This is an optimization exercise on Yosys and OpenROAD, whose aim is small area, a short achievable clock period and few clock cycles per item, not a production implementation. RTL that was checked went through simulation tests only; none was proved equivalent to the original.

==> flow/design.v (excerpt) <==
module fnv_lane_mix #(
  parameter int             LANES     = 4,
  parameter int             W         = 32,
  parameter logic [W-1:0]   FNV_PRIME = 32'h01000193
) (
  input  logic               clk,
  input  logic               rst,
  input  logic               in_valid,
  output logic               in_ready,
  input  logic [1:0]         mode,
  input  logic [LANES*W-1:0] a,
  input  logic [LANES*W-1:0] b,
  output logic               out_valid,
  input  logic               out_ready,
  output logic [LANES*W-1:0] c,
  output logic [W-1:0]       digest,
  output logic               out_err
);
export LEC_CHECK = 0
export CAP_MARGIN = 20
export CORE_MARGIN = 2
export CORE_UTILIZATION = 65
export CTS_BUF_LIST = sky130_fd_sc_hd__clkbuf_8
export SETUP_SLACK_MARGIN = 1.2
export SLEW_MARGIN = 20
create_clock -name core_clock -period 7.0 [get_ports {clk}]
standard.sh (not shown) runs the stock make flow with config.mk's settings and CLKGATE_MAP_FILE= SYNTH_SCRIPT=/design/flow/synth_recipe.tcl, a recipe that flattens the netlist after the stock synthesis.
==> flow/flow/run.sh <==
#!/bin/bash
# Standard layout, but the port buffers that placement inserts on every input and
# output are the smallest buffer (buf_1); timing repair resizes them where needed.
set -euo pipefail
bash standard.sh BUFFER_PORTS_ARGS="-buffer_cell sky130_fd_sc_hd__buf_1" finish > flow_standard.log 2>&1
The first run ran to the end with no violations.
Edit:
==> flow/run.sh (new file) <==
#!/bin/bash
# synth_recipe.tcl (not shown) runs the flow's synth.tcl, then flattens the netlist and writes it again
# the make line also repeats each setting of config.mk as NAME=value (left out here)
make -C /OpenROAD-flow-scripts/flow DESIGN_CONFIG=/design/flow/config.mk WORK_HOME=/design/flow/orfs CLKGATE_MAP_FILE= SYNTH_SCRIPT=/design/flow/synth_recipe.tcl finish
- CORE_UTILIZATION: 65 -> 40
- CTS_BUF_LIST: sky130_fd_sc_hd__clkbuf_8 -> default
- SETUP_SLACK_MARGIN: 1.2 -> 1.6
removed: flow/flow/run.sh
removed: flow/standard.sh
Outcome: Final area goes up by roughly a tenth; area after synthesis is unchanged; core utilization goes down by 23 points; via count goes down by a few percent.
Edit:
==> flow/flow/run.sh (new file) <==
#!/bin/bash
# Standard layout, but the port buffers that placement inserts on every input and
# output are the smallest buffer (buf_1); timing repair resizes them where needed.
set -euo pipefail
bash standard.sh BUFFER_PORTS_ARGS="-buffer_cell sky130_fd_sc_hd__buf_1" finish > flow_standard.log 2>&1
==> flow/standard.sh (new file) <==
#!/bin/bash
# synth_recipe.tcl (not shown) runs the flow's synth.tcl, then flattens the netlist and writes it again
# the make line also repeats each setting of config.mk as NAME=value (left out here)
make -C /OpenROAD-flow-scripts/flow DESIGN_CONFIG=/design/flow/config.mk WORK_HOME=/design/flow/orfs CLKGATE_MAP_FILE= SYNTH_SCRIPT=/design/flow/synth_recipe.tcl "${@:-finish}"
- CORE_UTILIZATION: 40 -> 65
- CTS_BUF_LIST: default -> sky130_fd_sc_hd__clkbuf_8
- SETUP_SLACK_MARGIN: 1.6 -> 0.8
removed: flow/run.sh
The changed run finished clean.
Cell area shrinks by roughly a tenth.
Setup slack gets worse by 0.43 ns.
Global-route usage grows by 12 points.
Area after synthesis stays the same.
Die area shrinks by well over a third.
Utilization grows by 23 points.
Edit:
- CORE_UTILIZATION: 65 -> 40
- CTS_CLUSTER_SIZE: default -> 40
- SETUP_SLACK_MARGIN: 0.8 -> 1.8
Result: Via count drops by a few percent; setup slack improves by 0.55 ns; core utilization drops by 25 points; register-to-register slack improves by 0.66 ns; worst hold slack improves by 0.0032 ns; clock-buffer cell count climbs by 6.
Edit:
- CTS_BUF_LIST: sky130_fd_sc_hd__clkbuf_8 -> default
- CTS_CLUSTER_SIZE: 40 -> default
- SETUP_SLACK_MARGIN: 1.8 -> 1.2
What happened: The changed run completed without violations. Cell area goes down by a few percent. Fmax falls by a few percent. Utilization decreases by 2.6 points. Routed wire length drops by a few percent. Critical path depth stays the same. Cell count fell by a few percent.
No run of this note included a check of the RTL's function; only the layout flow was run.

========
## exp/ember
fnv_lane_mix, a different RTL version from the one above (not shown whole).
Size: about 2600 cells after synthesis, roughly 490 flip-flops, roughly 33000 um2 of cells after synthesis.
==> flow/config.mk <==
export PLATFORM = sky130hd
export DESIGN_NAME = fnv_lane_mix
export DESIGN_NICKNAME = fnv_lane_mix
export VERILOG_FILES = /design/flow/design.v
export SDC_FILE = /design/flow/constraint.sdc
export NUM_CORES = 4
export LEC_CHECK = 0
export CAP_MARGIN = 20
export CORE_MARGIN = 2
export CORE_UTILIZATION = 65
export CTS_BUF_LIST = sky130_fd_sc_hd__clkbuf_8
export SETUP_SLACK_MARGIN = 1.7
export SLEW_MARGIN = 20
==> flow/constraint.sdc <==
create_clock -name core_clock -period 7.0 [get_ports {clk}]
set_input_delay 1.4000 -clock core_clock [delete_from_list [all_inputs] [get_ports {clk}]]
set_output_delay 1.4000 -clock core_clock [all_outputs]
set_load 0.01 [all_outputs]
==> flow/flow/run.sh <==
#!/bin/bash
# Standard layout, but the port buffers that placement inserts on every input and
# output are the smallest buffer (buf_1); timing repair resizes them where needed.
set -euo pipefail
bash standard.sh BUFFER_PORTS_ARGS="-buffer_cell sky130_fd_sc_hd__buf_1" finish > flow_standard.log 2>&1
exp/ember: no failed stages, no open violations at the end
Testbench counts of exp/ember, summed over its fixed seeds: cycles 4,824, items 4,800.
diff inputs: exp/ember => exp/raven
Settings: SETUP_SLACK_MARGIN changed from 1.7 to 1.2; ABC_CLOCK_PERIOD_IN_PS newly set to 2000.
==> summary.txt <==
r2_l1_q[17]$_DFFE_PP_ as the end point of the critical path was reported by exp/raven, and r1_l0_q[16]$_DFFE_PP_ by exp/ember.
Against exp/ember, total length of routed met2 wires in exp/raven fell slightly.
Non-clock buffer count: exp/raven vs exp/ember down about 5.6%
Final RePlAce weighted congestion went up by a few percent going from exp/ember to exp/raven.
From exp/ember to exp/raven the numbers moved as follows: wire length of the first global-routing pass was more or less identical, register-to-register slack went down by 0.43 ns, post-layout minimum cycle time went up by 0.41 ns.
Where via count is concerned, exp/ember is outperformed by exp/raven.
Modified inputs, exp/juniper compared to exp/raven
Settings: removing ABC_CLOCK_PERIOD_IN_PS (formerly 2000); changing SETUP_SLACK_MARGIN from 1.2 to 2.4.
Findings:
exp/juniper vs. exp/raven: placer congestion estimate lower; fraction of cell area in non-clock buffers higher; global routing met1 resource utilization higher. Compared with exp/raven, exp/juniper shows a lower final critical-path share of the clock period.
The following lists how exp/willow was set up differently from exp/juniper:
Settings: a change of SETUP_SLACK_MARGIN from 2.4 to 1.2.
==> comparison <==
The lower first-pass iteration count of the detailed router of exp/juniper and exp/willow is in exp/willow.
Routed wire in exp/willow totals less than in exp/juniper.
exp/juniper has higher global-route usage than exp/willow.
Re post-synthesis mux area share: no difference whatsoever between exp/willow and exp/juniper.
The following lists how exp/umber was set up differently from exp/willow:
Settings: SETUP_SLACK_MARGIN: 1.2 -> 1.4.
==> comparison <==
Routability-driven placement congestion ratio was lower in exp/willow than in exp/umber. Higher multi-input combinational cell area was reported by exp/umber, not exp/willow.

========
fnv_lane_mix, a different RTL version from the one above (not shown whole).
Size in the first run: ~34000 um^2 of cells after synthesis.
Design fnv_lane_mix, start of the top module:
module fnv_lane_mix #(
  parameter int             LANES     = 4,
  parameter int             W         = 32,
  parameter logic [W-1:0]   FNV_PRIME = 32'h01000193
) (
  input  logic               clk,
  input  logic               rst,
  input  logic               in_valid,
  output logic               in_ready,
  input  logic [1:0]         mode,
  input  logic [LANES*W-1:0] a,
  input  logic [LANES*W-1:0] b,
  output logic               out_valid,
  input  logic               out_ready,
  output logic [LANES*W-1:0] c,
  output logic [W-1:0]       digest,
  output logic               out_err
);
==> flow/config.mk <==
export PLATFORM = sky130hd
export DESIGN_NAME = fnv_lane_mix
export DESIGN_NICKNAME = fnv_lane_mix
export VERILOG_FILES = /design/flow/design.v
export SDC_FILE = /design/flow/constraint.sdc
export NUM_CORES = 4
export LEC_CHECK = 0
export CAP_MARGIN = 20
export CORE_MARGIN = 2
export CORE_UTILIZATION = 65
export CTS_BUF_LIST = sky130_fd_sc_hd__clkbuf_8
export CTS_CLUSTER_DIAMETER = 50
export CTS_CLUSTER_SIZE = 18
export SETUP_SLACK_MARGIN = 1.6
export SLEW_MARGIN = 20
==> flow/constraint.sdc <==
create_clock -name core_clock -period 7.0 [get_ports {clk}]
set_input_delay 1.4000 -clock core_clock [delete_from_list [all_inputs] [get_ports {clk}]]
set_output_delay 1.4000 -clock core_clock [all_outputs]
set_load 0.01 [all_outputs]
Scripts as last shown in full above: flow/flow/run.sh
Testbench counts at the start, summed over its fixed seeds: cycles 4,824, items 4,800.
Next try:
--- a/flow/flow/run.sh
+++ b/flow/flow/run.sh
@@ -3,0 +4,2 @@
+# Each step's full output goes to a log of its own here (ORFS also keeps its
+# per-tool logs under orfs/logs/).
@@ -5 +7,3 @@
-bash standard.sh BUFFER_PORTS_ARGS="-buffer_cell sky130_fd_sc_hd__buf_1" finish > flow_standard.log 2>&1
+for step in synth floorplan place cts route finish; do
+  bash standard.sh BUFFER_PORTS_ARGS="-buffer_cell sky130_fd_sc_hd__buf_1" "$step" > "log_$step.txt" 2>&1
+done
CORE_UTILIZATION = 58   (was 65)
SETUP_SLACK_MARGIN = 1.8   (was 1.6)
What happened:
- The changed run completed without violations
- worst setup slack is better by 140 ps
- utilization came out lower by 6.7 points
Next try:
==> flow/flow/run.sh (replaced) <==
#!/bin/bash
# Standard layout, but the port buffers that placement inserts on every input and
# output are the smallest buffer (buf_1); timing repair resizes them where needed.
set -euo pipefail
bash standard.sh BUFFER_PORTS_ARGS="-buffer_cell sky130_fd_sc_hd__buf_1" finish > flow_standard.log 2>&1
CORE_UTILIZATION = 65   (was 58)
SYNTH_HIERARCHICAL = 1   (was default)
Routed wire length hardly moves.
Count of clock-buffer cells in the layout rose by 4.
Register-to-register slack gets better by 90 ps.
Setup slack gets worse by 9.0 ps.
Final cell count hardly moves.
Next try:
--- a/flow/flow/run.sh
+++ b/flow/flow/run.sh
@@ -3,0 +4,2 @@
+# Each step's full output goes to a log of its own here (ORFS also keeps its
+# per-tool logs under orfs/logs/).
@@ -5 +7,3 @@
-bash standard.sh BUFFER_PORTS_ARGS="-buffer_cell sky130_fd_sc_hd__buf_1" finish > flow_standard.log 2>&1
+for step in synth floorplan place cts route finish; do
+  bash standard.sh BUFFER_PORTS_ARGS="-buffer_cell sky130_fd_sc_hd__buf_1" "$step" > "log_$step.txt" 2>&1
+done
CORE_UTILIZATION = 58   (was 65)
GPL_ROUTABILITY_DRIVEN = 0   (was default)
SYNTH_HIERARCHICAL = default   (was 1)
Effect:
- cell area is lower by about 3%
- die area is higher by about 8%
- wire length is lower by 3.7%
- non-clock buffer count is higher by 24
- sequential cell count is unchanged
- via count is lower by 5.6%
- worst hold slack improved by 4.5 ps

-- what the ideal ports hide --
Ports are ideal in the flow. The routed layouts listed here were re-timed in OpenROAD.
Step 1 assumes that a clkbuf_16 drives the clock port and a buf_2 every other input.
Step 2, shift: input delay + t, output delay - t, t = (earliest + latest rising clock arrival at the registers) / 2. This alone moves slack from input paths to output paths.
Slacks: ideal ports / drivers / drivers and shift; pairs: ideal ports / drivers.
| run | t (ns) | setup WS [ns] | worst register clock-pin slew, ns | cell pins on the clock port's net |
|---|---|---|---|---|
| the first run of note 1 | 0.730 | 1.292 / 1.307 / 0.576 | 0.07 / 0.07 | 1 |
| the second run of note 1 | 0.689 | 1.483 / 1.470 / 0.781 | 0.07 / 0.07 | 1 |
| the third run of note 1 | 0.742 | 1.056 / 1.097 / 0.356 | 0.07 / 0.07 | 1 |
| the fourth run of note 1 | 0.762 | 1.606 / 1.604 / 0.841 | 0.07 / 0.07 | 1 |
| the fifth run of note 1 | 0.675 | 1.370 / 1.405 / 0.730 | 0.07 / 0.07 | 1 |
| exp/ember | 0.731 | 1.745 / 1.587 / 0.856 | 0.07 / 0.07 | 1 |
| exp/raven | 0.719 | 1.336 / 1.336 / 0.659 | 0.07 / 0.07 | 1 |
| exp/juniper | 0.742 | 1.726 / 1.582 / 0.839 | 0.07 / 0.07 | 1 |
| exp/willow | 0.719 | 1.336 / 1.336 / 0.659 | 0.07 / 0.07 | 1 |
| exp/umber | 0.731 | 1.555 / 1.573 / 0.842 | 0.08 / 0.08 | 1 |
| the first run of note 3 | 0.726 | 1.746 / 1.743 / 1.017 | 0.11 / 0.11 | 1 |
| the second run of note 3 | 0.740 | 1.889 / 1.842 / 1.101 | 0.11 / 0.11 | 1 |
| the third run of note 3 | 0.738 | 1.880 / 1.696 / 0.958 | 0.11 / 0.11 | 1 |
| the fourth run of note 3 | 0.714 | 1.913 / 1.780 / 1.066 | 0.11 / 0.11 | 1 |
After both steps setup and hold are still met in every run listed. For the third run of note 3, which loses most, drivers alone change the setup slack by -0.184 ns; drivers and shift together by -0.922 ns.
